This is an optimization exercise on Yosys and OpenROAD, whose aim is small area, a short achievable clock period and few clock cycles per item, not a production implementation.
Power figures rest on the tool's default switching activity, not on a simulated workload.

Setup of run a:
==> flow/design.v <==
`timescale 1ns / 1ps
package lphs_pkg;
   localparam int SLOTS       = 16;
   localparam int CMD_W       = 2;
   localparam int REQ_KEY_W   = 32;
   localparam int STATUS_W    = 2;
   localparam int RSP_SLOT_W  = 4;
   localparam int RSP_COUNT_W = 5;
   localparam int MAX_W       = 5;
   localparam int CSR_ADDR_W  = 3;
   localparam int CSR_DATA_W  = 32;
   localparam logic [MAX_W-1:0] MAX_ENTRIES_RESET = MAX_W'(SLOTS * 7 / 10);
   localparam logic [CMD_W-1:0] CMD_INSERT = 2'd0;
   localparam logic [CMD_W-1:0] CMD_REMOVE = 2'd1;
   localparam logic [CMD_W-1:0] CMD_FIND   = 2'd2;
   localparam logic [STATUS_W-1:0] ST_OK        = 2'd0;
   localparam logic [STATUS_W-1:0] ST_NOT_FOUND = 2'd1;
   localparam logic [STATUS_W-1:0] ST_FULL      = 2'd2;
endpackage
`timescale 1ns / 1ps
module lphs_datapath (
   input  logic                                clock,
   input  logic                                reset,
   input  logic                                accept,
   input  logic [lphs_pkg::CMD_W-1:0]          cmd,
   input  logic [lphs_pkg::REQ_KEY_W-1:0]      key,
   input  logic [lphs_pkg::MAX_W-1:0]          max_entries,
   output logic                                res_valid,
   output logic [lphs_pkg::STATUS_W-1:0]       res_status,
   output logic [lphs_pkg::RSP_SLOT_W-1:0]     res_slot,
   output logic [lphs_pkg::RSP_COUNT_W-1:0]    res_count
);
   localparam int N = lphs_pkg::SLOTS;
   logic [31:0]  key_q [N];
   logic [N-1:0] used_q, empty_q;
   logic [4:0]   count_q;
   logic         v_q, ins_q, rem_q, rf_q;
   logic [31:0]  rkey_q;
   logic [N-1:0] eq_q;
   logic         eq_k;
   logic [N-1:0] eq_in;
   assign eq_k = (key == rkey_q);
   always_comb begin
      for (int s = 0; s < N; s++) begin
         eq_in[s] = used_q[s] ? (key == key_q[s]) : eq_k;
      end
   end
   function automatic logic [N-1:0] circ_first(input logic [N-1:0] v, input logic [N-1:0] m);
      logic [N-1:0] vh;
      logic [N:0]   p_h, p_v;
      vh     = v & m;
      p_h[0] = 1'b0;
      p_v[0] = 1'b0;
      for (int s = 0; s < N; s++) begin
         p_h[s+1] = p_h[s] | vh[s];
         p_v[s+1] = p_v[s] | v[s];
      end
      for (int s = 0; s < N; s++) begin
         circ_first[s] = v[s] & (m[s] ? !p_h[s] : !(p_h[N] | p_v[s]));
      end
   endfunction
   function automatic logic [N-1:0] circ_before(input logic [N-1:0] v, input logic [N-1:0] m);
      logic [N-1:0] vh;
      logic [N:0]   p_h, p_v;
      vh     = v & m;
      p_h[0] = 1'b0;
      p_v[0] = 1'b0;
      for (int s = 0; s < N; s++) begin
         p_h[s+1] = p_h[s] | vh[s];
         p_v[s+1] = p_v[s] | v[s];
      end
      for (int s = 0; s < N; s++) begin
         circ_before[s] = m[s] ? !p_h[s] : !(p_h[N] | p_v[s]);
      end
   endfunction
   logic [N-1:0] m_in, m_q, match, first_ins, first_rf, reach, sel;
   logic         any_free, at_limit, ins_ok, hit;
   logic [3:0]   enc;
   logic [4:0]   cnt_inc, cnt_dec, count_next;
   always_comb begin
      for (int s = 0; s < N; s++) begin
         m_in[s] = (4'(s) >= key[3:0]);
      end
   end
   assign match     = used_q & eq_q;
   assign first_ins = circ_first(~used_q, m_q);
   assign first_rf  = circ_first(empty_q | match, m_q);
   assign reach     = circ_before(empty_q, m_q);
   assign any_free = !(&used_q);
   assign at_limit = (count_q >= max_entries) || count_q[4];
   assign ins_ok   = ins_q && !at_limit && any_free;
   assign hit      = rf_q && |(match & reach);
   always_comb begin
      sel = ({N{ins_ok}} & first_ins) | ({N{rf_q}} & used_q & first_rf);
      enc = '0;
      for (int s = 0; s < N; s++) begin
         enc = enc | ({4{sel[s]}} & 4'(s));
      end
   end
   assign cnt_inc    = count_q + 5'd1;
   assign cnt_dec    = count_q - 5'd1;
   assign count_next = ins_ok ? cnt_inc : ((rem_q && hit) ? cnt_dec : count_q);
   always_ff @(posedge clock) begin
      if (reset) begin
         v_q     <= 1'b0;
         ins_q   <= 1'b0;
         rem_q   <= 1'b0;
         rf_q    <= 1'b0;
         used_q  <= '0;
         empty_q <= '1;
         count_q <= '0;
      end else begin
         v_q     <= accept;
         ins_q   <= accept && (cmd == lphs_pkg::CMD_INSERT);
         rem_q   <= accept && (cmd == lphs_pkg::CMD_REMOVE);
         rf_q    <= accept && (cmd == lphs_pkg::CMD_REMOVE || cmd == lphs_pkg::CMD_FIND);
         count_q <= count_next;
         for (int s = 0; s < N; s++) begin
            if (ins_ok && first_ins[s]) begin
               used_q[s]  <= 1'b1;
               empty_q[s] <= 1'b0;
            end else if (rem_q && first_rf[s]) begin
               used_q[s]  <= 1'b0;
            end
         end
      end
   end
   always_ff @(posedge clock) begin
      rkey_q <= key;
      m_q    <= m_in;
      eq_q   <= eq_in;
      for (int s = 0; s < N; s++) begin
         if (!used_q[s]) begin
            key_q[s] <= rkey_q;
         end
      end
   end
   assign res_valid  = v_q;
   assign res_status = (ins_q && !ins_ok) ? lphs_pkg::ST_FULL :
                       ((ins_q || hit) ? lphs_pkg::ST_OK : lphs_pkg::ST_NOT_FOUND);
   assign res_slot   = enc;
   assign res_count  = count_next;
endmodule
`timescale 1ns / 1ps
module linear_probe_hash_set (
   input  logic                                clock,
   input  logic                                reset,
   input  logic                                req_valid,
   output logic                                req_stall,
   input  logic [lphs_pkg::CMD_W-1:0]          req_cmd,
   input  logic [lphs_pkg::REQ_KEY_W-1:0]      req_key,
   output logic                                rsp_valid,
   input  logic                                rsp_stall,
   output logic [lphs_pkg::STATUS_W-1:0]       rsp_status,
   output logic [lphs_pkg::RSP_SLOT_W-1:0]     rsp_slot,
   output logic [lphs_pkg::RSP_COUNT_W-1:0]    rsp_count,
   input  logic                                psel,
   input  logic                                penable,
   input  logic                                pwrite,
   input  logic [lphs_pkg::CSR_ADDR_W-1:0]     paddr,
   input  logic [lphs_pkg::CSR_DATA_W-1:0]     pwdata,
   output logic [lphs_pkg::CSR_DATA_W-1:0]     prdata,
   output logic                                pready
);
   localparam int RW = lphs_pkg::STATUS_W + lphs_pkg::RSP_SLOT_W + lphs_pkg::RSP_COUNT_W;
   logic [lphs_pkg::MAX_W-1:0] max_q;
   logic                       accept;
   logic                       res_valid;
   logic [RW-1:0]              res;
   assign pready = 1'b1;
   assign prdata = paddr[2] ? '0 : lphs_pkg::CSR_DATA_W'(max_q);
   always_ff @(posedge clock) begin
      if (reset) begin
         max_q <= lphs_pkg::MAX_ENTRIES_RESET;
      end else if (psel && penable && pwrite && !paddr[2]) begin
         max_q <= pwdata[lphs_pkg::MAX_W-1:0];
      end
   end
   logic          r_v, r_move, r_v_in;
   logic [RW-1:0] r_q;
   logic [RW-1:0] q_q [3];
   logic [2:0]    occ_q, occ_in;
   logic [2:0]    wsel;
   logic          pop, stall_q;
   logic [3:0]    occ_x;
   assign rsp_valid = occ_q[0];
   assign pop       = occ_q[0] && !rsp_stall;
   assign occ_x     = {1'b0, occ_q};
   assign {rsp_status, rsp_slot, rsp_count} = q_q[0];
   assign r_move = r_v && (!occ_q[2] || pop);
   assign r_v_in = res_valid || (r_v && !r_move);
   always_comb begin
      for (int i = 0; i < 3; i++) begin
         wsel[i] = r_move && (pop ? (occ_x[i] && !occ_x[i+1])
                                  : (!occ_x[i] && (i == 0 || occ_x[i-1])));
      end
      occ_in = occ_q;
      if (r_move && !pop) begin
         occ_in = {occ_q[1:0], 1'b1};
      end else if (pop && !r_move) begin
         occ_in = {1'b0, occ_q[2:1]};
      end
   end
   assign req_stall = stall_q;
   assign accept    = req_valid && !stall_q;
   always_ff @(posedge clock) begin
      if (reset) begin
         r_v     <= 1'b0;
         occ_q   <= '0;
         stall_q <= 1'b0;
      end else begin
         r_v     <= r_v_in;
         occ_q   <= occ_in;
         stall_q <= (occ_in[2] && (accept || r_v_in)) || (occ_in[1] && accept && r_v_in);
      end
   end
   always_ff @(posedge clock) begin
      if (res_valid) begin
         r_q <= res;
      end
      for (int i = 0; i < 3; i++) begin
         if (wsel[i]) begin
            q_q[i] <= r_q;
         end else if (pop && i < 2) begin
            q_q[i] <= q_q[i+1];
         end
      end
   end
   lphs_datapath u_dp (
      .clock       (clock),
      .reset       (reset),
      .accept      (accept),
      .cmd         (req_cmd),
      .key         (req_key),
      .max_entries (max_q),
      .res_valid   (res_valid),
      .res_status  (res[RW-1 -: lphs_pkg::STATUS_W]),
      .res_slot    (res[lphs_pkg::RSP_COUNT_W +: lphs_pkg::RSP_SLOT_W]),
      .res_count   (res[lphs_pkg::RSP_COUNT_W-1:0])
   );
endmodule
make LEC_CHECK=0 ABC_CLOCK_PERIOD_IN_PS=2000 CAP_MARGIN=20 CORE_MARGIN=2 CORE_UTILIZATION=60 CTS_BUF_LIST=sky130_fd_sc_hd__clkbuf_8 CTS_CLUSTER_DIAMETER=60 CTS_CLUSTER_SIZE=16 SETUP_SLACK_MARGIN=3.7 SLEW_MARGIN=20 finish   # period 6.0 ns
run.sh (not shown) runs the stock make flow with config.mk's settings and CLKGATE_MAP_FILE= SYNTH_SCRIPT=/design/flow/synth_recipe.tcl, a recipe that flattens the netlist after the stock synthesis.
Run a completed every stage of the flow, and the final layout passed the timing, DRC and antenna checks.
Here is what was changed in the inputs of run b compared with run a.
- SETUP_SLACK_MARGIN changed from 3.7 to 3.4
Notes after the runs:
Every stage of the flow completed for run b, and the final layout passed the timing, DRC and antenna checks.
The flow did not stop early for run a: all stages ran, and the layout cleared the timing, DRC and antenna checks.
Taking run a as the reference, in run b final core utilization decreased 1.4 points, setup slack down 0.070 ns, number of clock buffer instances in the layout dropped 1.8%, total power flat.
No run of this note included a check of the RTL's function; only the layout flow was run.

what the ideal ports hide:
No port has a modelled driver above. Below, the same layouts with a new extraction and two added sets of constraints. Step 1, drivers: a clkbuf_16 drives clock and a buf_2 each remaining input, both assumed. Step 2 moves the port delays by t, midway between the first and last clock arrival at a register: inputs arrive t later, outputs are due t later. That takes back most of the time a late clock gives input paths. Slacks: ideal ports / drivers / drivers and shift; pairs: ideal ports / drivers.
run | t (ns) | slack for setup (ns) | worst hold slack (ns) | worst data-port slew with drivers (ns) | pins driven straight from the clock port
run a | 0.727 | 3.185 / 3.185 / 2.994 | 0.462 / 0.462 / 0.462 | 0.06 | 1
run b | 0.726 | 3.115 / 3.115 / 2.634 | 0.458 / 0.458 / 0.458 | 0.06 | 1
After both steps setup and hold are still met in every run listed. The setup slack of run b, which loses most, moves by 0.000 ns with the drivers and by -0.481 ns with both steps.
